What follows belongs to an exercise in optimizing a design on an open flow for small area and few clock cycles per item; a production flow would make more cautious choices.
The RTL of this run was laid out without a check of its function.

===== design/flow/run.sh =====
#!/bin/bash
# synth_recipe.tcl (not shown) runs the flow's synth.tcl, then flattens the netlist and writes it again
# the make line also repeats each setting of config.mk as NAME=value (left out here)
make -C /OpenROAD-flow-scripts/flow DESIGN_CONFIG=/design/flow/config.mk WORK_HOME=/design/flow/orfs CLKGATE_MAP_FILE= SYNTH_SCRIPT=/design/flow/synth_recipe.tcl finish

===== design/flow/config.mk =====
export PLATFORM = sky130hd
export DESIGN_NAME = gaze_smoothed_zoom_crop_top
export DESIGN_NICKNAME = gaze_smoothed_zoom_crop_top
export VERILOG_FILES = /design/flow/design.v
export SDC_FILE = /design/flow/constraint.sdc
export NUM_CORES = 4
export LEC_CHECK = 0
export CAP_MARGIN = 20
export CORE_MARGIN = 2
export CORE_UTILIZATION = 40
export SLEW_MARGIN = 20

===== design/flow/constraint.sdc =====
create_clock -name core_clock -period 9.0 [get_ports {clk}]
set_input_delay 1.8000 -clock core_clock [delete_from_list [all_inputs] [get_ports {clk}]]
set_output_delay 1.8000 -clock core_clock [all_outputs]
set_load 0.01 [all_outputs]

===== design/flow/design.v =====
`default_nettype none
package gszc_pkg;
	localparam int WINDOW_LEN = 10;
	localparam int GAZE_W   = 13;
	localparam int CROP_W   = 12;
	localparam int CORNER_W = 14;
	localparam int CFG_IDX_W = 4;
	localparam int SUM_W    = GAZE_W + $clog2(WINDOW_LEN);
	localparam int FILL_W   = $clog2(WINDOW_LEN + 1);
	localparam int DIV_K    = SUM_W + $clog2(WINDOW_LEN);
	localparam longint AVG_RECIP = ((longint'(1) << DIV_K) + WINDOW_LEN - 1) / WINDOW_LEN;
	localparam int RECIP_W  = DIV_K - $clog2(WINDOW_LEN) + 1;
	localparam int PROD_W   = SUM_W + RECIP_W;
	localparam int MOVE_SPAN = 100;
	localparam int CROP_MAX  = (1 << CROP_W) - 1;
	localparam int MOVE_W    = GAZE_W + 1;
	localparam int NUM_W     = MOVE_W + CROP_W + 3;
	localparam int SAT_N     = (CROP_MAX + 1) * MOVE_SPAN;
	localparam int CLIP_W    = $clog2(SAT_N);
	localparam int SPAN_K    = CLIP_W + $clog2(MOVE_SPAN);
	localparam longint SPAN_RECIP = ((longint'(1) << SPAN_K) + MOVE_SPAN - 1) / MOVE_SPAN;
	localparam int SPAN_RECIP_W = SPAN_K - $clog2(MOVE_SPAN) + 1;
	localparam int SPROD_W   = CLIP_W + SPAN_RECIP_W;
	localparam int MIN_CROP_W_RST = 320;
	localparam int MAX_CROP_W_RST = 640;
	localparam int MIN_CROP_H_RST = 180;
	localparam int MAX_CROP_H_RST = 360;
	typedef enum logic [CFG_IDX_W-1:0] {
		CFG_MIN_CROP_WIDTH  = 4'd0,
		CFG_MAX_CROP_WIDTH  = 4'd1,
		CFG_MIN_CROP_HEIGHT = 4'd2,
		CFG_MAX_CROP_HEIGHT = 4'd3
	} cfg_reg_t;
endpackage
`default_nettype wire
`default_nettype none
module gaze_smoothed_zoom_crop_top (
	input  wire logic                                 clk,
	input  wire logic                                 arst_n,
	input  wire logic                                 gaze_valid,
	output wire logic                                 gaze_ready,
	input  wire logic signed [gszc_pkg::GAZE_W-1:0]   gaze_x,
	input  wire logic signed [gszc_pkg::GAZE_W-1:0]   gaze_y,
	input  wire logic                                 cfg_valid,
	output wire logic                                 cfg_ready,
	input  wire logic [gszc_pkg::CFG_IDX_W-1:0]       cfg_index,
	input  wire logic [gszc_pkg::CROP_W-1:0]          cfg_data,
	output wire logic                                 result_valid,
	input  wire logic                                 result_ready,
	output logic signed [gszc_pkg::GAZE_W-1:0]        result_center_x,
	output logic signed [gszc_pkg::GAZE_W-1:0]        result_center_y,
	output logic        [gszc_pkg::CROP_W-1:0]        result_crop_width,
	output logic        [gszc_pkg::CROP_W-1:0]        result_crop_height,
	output logic signed [gszc_pkg::CORNER_W-1:0]      result_corner_x,
	output logic signed [gszc_pkg::CORNER_W-1:0]      result_corner_y
);
	localparam int GW  = gszc_pkg::GAZE_W;
	localparam int CW  = gszc_pkg::CROP_W;
	localparam int KW  = gszc_pkg::CORNER_W;
	localparam int LEN = gszc_pkg::WINDOW_LEN;
	localparam int SW  = 17;                  
	localparam int MW  = 14;                  
	localparam logic [SW-1:0] SBIAS = SW'(40960);
	function automatic logic [GW-1:0] avg_of(input logic [SW-1:0] sb);
		logic        neg;
		logic [19:0] a, b, c, d;
		neg = sb < SBIAS;
		a = 20'(sb) + 20'({sb, 1'b0}) + (neg ? 20'd27 : 20'd0);
		b = a + 20'(a[19:4]);
		c = b + 20'(b[19:8]);
		d = c + 20'(c[19:16]) + 20'd2;
		avg_of = {~d[17], d[16:5]};
	endfunction
	function automatic logic [GW-1:0] abs_diff(input logic signed [GW-1:0] a,
		input logic signed [GW-1:0] b);
		logic signed [GW:0] d;
		d = $signed({a[GW-1], a}) - $signed({b[GW-1], b});
		abs_diff = d[GW] ? GW'(-d) : GW'(d);
	endfunction
	function automatic logic [CW-1:0] crop_size(input logic [MW-1:0] mv,
		input logic [CW-1:0] mn, input logic [CW-1:0] mx);
		logic          neg, sat;
		logic [CW:0]   df;
		logic [CW-1:0] mag;
		logic [25:0]   p;
		logic [19:0]   x;
		logic [37:0]   yr;
		logic [12:0]   q;
		logic [13:0]   t;
		df  = {1'b0, mn} - {1'b0, mx};
		neg = df[CW];
		mag = neg ? CW'(-df) : df[CW-1:0];
		p   = 26'(mv) * 26'(mag);
		sat = |p[25:19];
		x   = 20'(p[18:0]) + (neg ? 20'd99 : 20'd0);
		yr  = 38'(x[19:2]) * 38'd41943 + 38'd8192;
		q   = yr[32:20];
		if (neg) begin
			t = {2'b0, mx} - 14'(q);
			crop_size = (sat || t[13]) ? '0 : t[CW-1:0];
		end else begin
			t = {2'b0, mx} + 14'(q);
			crop_size = (sat || t[13] || t[12]) ? CW'(4095) : t[CW-1:0];
		end
	endfunction
	logic [CW-1:0] min_w_q, max_w_q, min_h_q, max_h_q;
	assign cfg_ready = 1'b1;
	always_ff @(posedge clk or negedge arst_n) begin
		if (!arst_n) begin
			min_w_q <= CW'(gszc_pkg::MIN_CROP_W_RST);
			max_w_q <= CW'(gszc_pkg::MAX_CROP_W_RST);
			min_h_q <= CW'(gszc_pkg::MIN_CROP_H_RST);
			max_h_q <= CW'(gszc_pkg::MAX_CROP_H_RST);
		end else if (cfg_valid) begin
			case (cfg_index)
				gszc_pkg::CFG_MIN_CROP_WIDTH:  min_w_q <= cfg_data;
				gszc_pkg::CFG_MAX_CROP_WIDTH:  max_w_q <= cfg_data;
				gszc_pkg::CFG_MIN_CROP_HEIGHT: min_h_q <= cfg_data;
				gszc_pkg::CFG_MAX_CROP_HEIGHT: max_h_q <= cfg_data;
				default: ;
			endcase
		end
	end
	logic v_s1, v_s2, v_s3;
	logic rdy_s1, rdy_s2, rdy_s3;
	assign rdy_s3 = !v_s3 || result_ready;
	assign rdy_s2 = !v_s2 || rdy_s3;
	assign rdy_s1 = !v_s1 || rdy_s2;
	assign gaze_ready = rdy_s1;
	logic acc;
	assign acc = gaze_valid && rdy_s1;
	logic signed [GW-1:0] win_x_q [LEN];
	logic signed [GW-1:0] win_y_q [LEN];
	logic [SW-1:0]        sum_x_q, sum_y_q;
	logic [3:0]           fill_q;
	logic                 full, drop_old;
	logic signed [GW-1:0] old_x, old_y;
	assign drop_old = fill_q == 4'(LEN);
	assign full     = fill_q >= 4'(LEN - 1);
	assign old_x    = drop_old ? win_x_q[0] : '0;
	assign old_y    = drop_old ? win_y_q[0] : '0;
	always_ff @(posedge clk) begin
		if (acc) begin
			for (int i = 0; i < LEN - 1; i++) begin
				win_x_q[i] <= win_x_q[i + 1];
				win_y_q[i] <= win_y_q[i + 1];
			end
			win_x_q[LEN - 1] <= gaze_x;
			win_y_q[LEN - 1] <= gaze_y;
		end
	end
	always_ff @(posedge clk or negedge arst_n) begin
		if (!arst_n) begin
			sum_x_q <= SBIAS;
			sum_y_q <= SBIAS;
			fill_q  <= '0;
			v_s1    <= 1'b0;
		end else begin
			if (acc) begin
				sum_x_q <= sum_x_q + SW'(gaze_x) - SW'(old_x);
				sum_y_q <= sum_y_q + SW'(gaze_y) - SW'(old_y);
				if (!drop_old)
					fill_q <= fill_q + 1'b1;
			end
			if (rdy_s1) v_s1 <= acc && full;
		end
	end
	logic signed [GW-1:0] cx_s2, cy_s2, cx_n, cy_n;
	logic [MW-1:0]        move_s2;
	assign cx_n = avg_of(sum_x_q);
	assign cy_n = avg_of(sum_y_q);
	always_ff @(posedge clk or negedge arst_n) begin
		if (!arst_n) begin
			v_s2  <= 1'b0;
			cx_s2 <= '0;
			cy_s2 <= '0;
		end else begin
			if (rdy_s2) v_s2 <= v_s1;
			if (rdy_s2 && v_s1) begin
				cx_s2 <= cx_n;
				cy_s2 <= cy_n;
			end
		end
	end
	always_ff @(posedge clk) begin
		if (rdy_s2 && v_s1)
			move_s2 <= MW'(abs_diff(cx_n, cx_s2)) + MW'(abs_diff(cy_n, cy_s2));
	end
	logic [CW-1:0] cw_s3, ch_s3;
	always_ff @(posedge clk or negedge arst_n) begin
		if (!arst_n) v_s3 <= 1'b0;
		else if (rdy_s3) v_s3 <= v_s2;
	end
	always_ff @(posedge clk) begin
		if (rdy_s3 && v_s2) begin
			result_center_x <= cx_s2;
			result_center_y <= cy_s2;
			cw_s3           <= crop_size(move_s2, min_w_q, max_w_q);
			ch_s3           <= crop_size(move_s2, min_h_q, max_h_q);
		end
	end
	assign result_crop_width  = cw_s3;
	assign result_crop_height = ch_s3;
	assign result_corner_x    = KW'(result_center_x) - $signed(KW'(cw_s3[CW-1:1]));
	assign result_corner_y    = KW'(result_center_y) - $signed(KW'(ch_s3[CW-1:1]));
	assign result_valid       = v_s3;
endmodule
`default_nettype wire

==> run summary <==
## state kept, by name (all words and copies together), names as in the netlist, 4 cells and up
name and cells:
move_s2 14, min_h_q 12, cx_s2 13, fill_q 4
ch_s3 12, min_w_q 12, sum_y_q 17, max_w_q 12
cy_s2 13, result_center_y 13, win_x_q 130, win_y_q 130
max_h_q 12, result_center_x 13, sum_x_q 17, cw_s3 12
## cell families after synthesis
family	share of synthesized area (%)
xor gates and xnor gates	5.89
and+or+nand+nor	11.0
AOI/OAI and AO/OA	10.2
buffers and inverters	8.17
muxes	1.57
adders and majority gates	38.9
DFF	24.2
other	0.00719
## routing by layer
layer	wire, microns	up-vias
met5	0	-
met4	2860	0
met3	4100	166
met2	66300	550
met1	60700	20000
li1	-	20100
## metrics by stage
stage                     TNS, ps  worst slack, ps
after global placement    -177620            -5940
after detailed placement  -182980            -6090
final                     -165970            -5740
after CTS                 -166570            -5790
after floorplan           -146560            -5360
after global routing      -191020            -6450
## final timing paths
| path | startpoint | end | slack [ps] | depth (start not counted) |
|---|---|---|---|---|
| max in group asynchronous | arst_n | max_w_q[1]$_DFFE_PN0P_ | 6510 | 2 |
| worst min register to register | win_y_q[8][5]$_DFFE_PP_ | win_y_q[7][5]$_DFFE_PP_ | 410 | 0 |
| min in group asynchronous | arst_n | sum_y_q[1]$_DFFE_PN0P_ | 1150 | 1 |
| worst min-delay path | win_y_q[8][5]$_DFFE_PP_ | win_y_q[7][5]$_DFFE_PP_ | 410 | 0 |
| worst max-delay path | max_h_q[1]$_DFFE_PN0P_ | ch_s3[2]$_DFFE_PP_ | -5740 | 66 |
| worst max register to register | max_h_q[1]$_DFFE_PN0P_ | ch_s3[2]$_DFFE_PP_ | -5740 | 66 |
## layout by cell type (no fill, tap or decap), drive strengths merged, types with 56 or more instances in the layout
cell type,Yosys,layout
fa,527,527
dfrtp,99,99
xor2,132,132
and2,91,91
a21oi,206,206
o21ai,192,192
nand2b,66,66
a21o,99,99
clkdlybuf4s50,0,125
nor2,199,199
clkbuf,86,67
buf,12,1318
nor3,56,56
nand3,64,64
edfxtp,324,324
ha,777,777
xnor2,215,215
mux2,69,69
nand2,334,334
inv,1030,1035
nor2b,159,159
## layout make-up
type / count / area share, %
multi-input cells: 3667 / 54.6
flip-flops and latches: 439 / 18.0
repair buffers: 1443 / 16.5
inverters: 1030 / 5.52
well taps: 1742 / 3.10
clock buffers: 67 / 1.97
clock inverters: 25 / 0.368
diodes: 3 / 0.0107
## timing repair
action | in CTS | in global routing
setup buffers | 102 | 65
resized for setup | 185 | 230
setup endpoints to repair | 49 | 61
pin swaps | 176 | 195
gates cloned | 2 | 0
hold buffers | 0 | 0
==> metrics.md <==
| Metric | Value |
|---|---|
| Grt total ovfl | `0` |
| Sequential Area | `0.0126 sq mm` |
| GRT met1 Usage | `26.7%` |
| CP Buf/Inv Count | `14` |
| Fin nets | `7981` |
| Drt wl/cell | `15.9 microns` |
| Clk root buf | `clkbuf_16` |
| Top FF cell, synth | `edfxtp_1` |
| Maximum clock path buffer count | `3` |
| Slew @ Worst Pin | `1040 ps` |
| CP max stage cell | `fa_1` |
| Final Slew Violations | `0` |
| Port-buffer cells | `126` |
| CP max FO | `7` |
| Layout cells sized above 1 | `30.1%` |
| Routability cong. | `0.900` |
| Multi-input logic area | `0.0384 sq mm` |
| Fin area | `0.0703 sq mm` |
| Hold Fails Final Rpt | `0` |
| Final Core Density | `54.3%` |
| Hold Path Class | `register to register` |
| Total routed wirelength | `134000 microns` |
| Pin count of the biggest net entering global routing | `101` |
| First-pass GRT wire length | `217000 microns` |
| Reg clk slew, reported paths | `60 ps` |
| Synth top area share | `20.2%` |
| Gr busiest metal | `met2` |
| Max_cap viols | `0` |
| DRC | `0` |
| Core ar. | `0.129 sq mm` |
| Most instantiated library cell after synthesis | `inv_1` |
| DR iter-0 viols | `1670` |
| Post-synth top area cell | `fa_1` |
| Row count | `132` |
| Delay-heaviest family, CP | `adder cells` |
| Blocking Checks | `setup timing` |
| Rel. slew slack | `31.0%` |
| Fmax | `0.0678 GHz` |
| Worst EP required | `9350 ps` |
| Cells after Synth | `5233` |
| Final std cells w/o fill | `8416` |
| Routed Antenna Nets | `0` |
| Yosys reg bits | `439` |
| Width of the chip | `365 microns` |
| Vias per inst | `4.84` |
| CP max stage delay | `550 ps` |
| Area post-placement | `0.0656 sq mm` |
| Worst Setup Slack, final | `-5740 ps` |
| CTS tree | `yes` |
| Commonest cells post-synth | `1029 x inv_1, 777 x ha_1, 527 x fa_1` |
| Sequential-to-total area share from yosys stat | `24.2%` |
| Starting Density | `40.3%` |
| Vias | `40800` |
| Crit path kind | `register to register` |
| Syn_nets | `6584` |
| Detailed Routing Iterations Pass 1 | `5` |
| Most frequent CP cell | `fa_1` |
| Fillers | `11500` |
| Vias in the first global route | `42400` |
| Synth cell types | `94` |
| Yosys Warn Count | `3` |
| Asr flop ratio synth | `26.2%` |
| Area Growth Syn to Fin | `34.9%` |
| Met2 usage | `36.0%` |
| Unrepaired setup endpoints after global routing | `true` |
| Startpoint Class | `register` |
| All-layer global routing usage | `20.3%` |
| Setup violators final | `41` |
| Met3 GRT Util | `1.98%` |
| Mapped Area | `0.0521 sq mm` |
| Worst Setup End Kind | `register` |
| Die area | `0.133 sq mm` |
| Hold Worst Slack | `412 ps` |
| HPWL after DPL | `111000 microns` |
| CTS H-Tree Depth | `2` |
| Worst skew pair latency | `640 ps` |
| CTS Sinks | `439` |
| Worst Path Arrival | `15090 ps` |
| Initial antenna violation count | `3` |
| I/O pins | `128` |
| Worst Clk Skew | `38.6 ps` |
| Post-Place Cells | `8178` |
| Largest cells by area after synthesis | `fa_1 20%, edfxtp_1 19%, ha_1 19%` |
| Die Ht | `365 microns` |
| Min Tclk post-route | `14740 ps` |
| Avg Inst Size Synth | `9.96 sq um` |
| Period utilization | `164%` |
| CTS Buf Count | `49` |
| Post-synth EDFFs | `324` |
| Status | `failed layout checks` |

[static timing again, ports no longer ideal]
In the flow no input, the clock included, has a driving cell. The finished layout below was timed again as built, in two steps.
Step 1: set_driving_cell puts a clkbuf_16 on clk and a buf_2 on each other input, an assumption about the parent block.
Step 2 also shifts input and output timing later by t, the mid clock arrival at the registers, as if the neighbouring blocks saw the same clock.
Three values: ideal ports, drivers, drivers and shift; two values: the first two.
shift t [ns]: 0.690
slack for setup (ns): -5.743 / -5.743 / -5.743
clock arrival spread, ns: 0.042 / 0.043
pins driven straight from the clock port: 1
For this run, drivers alone change the setup slack by 0.000 ns; drivers and shift together by 0.000 ns.
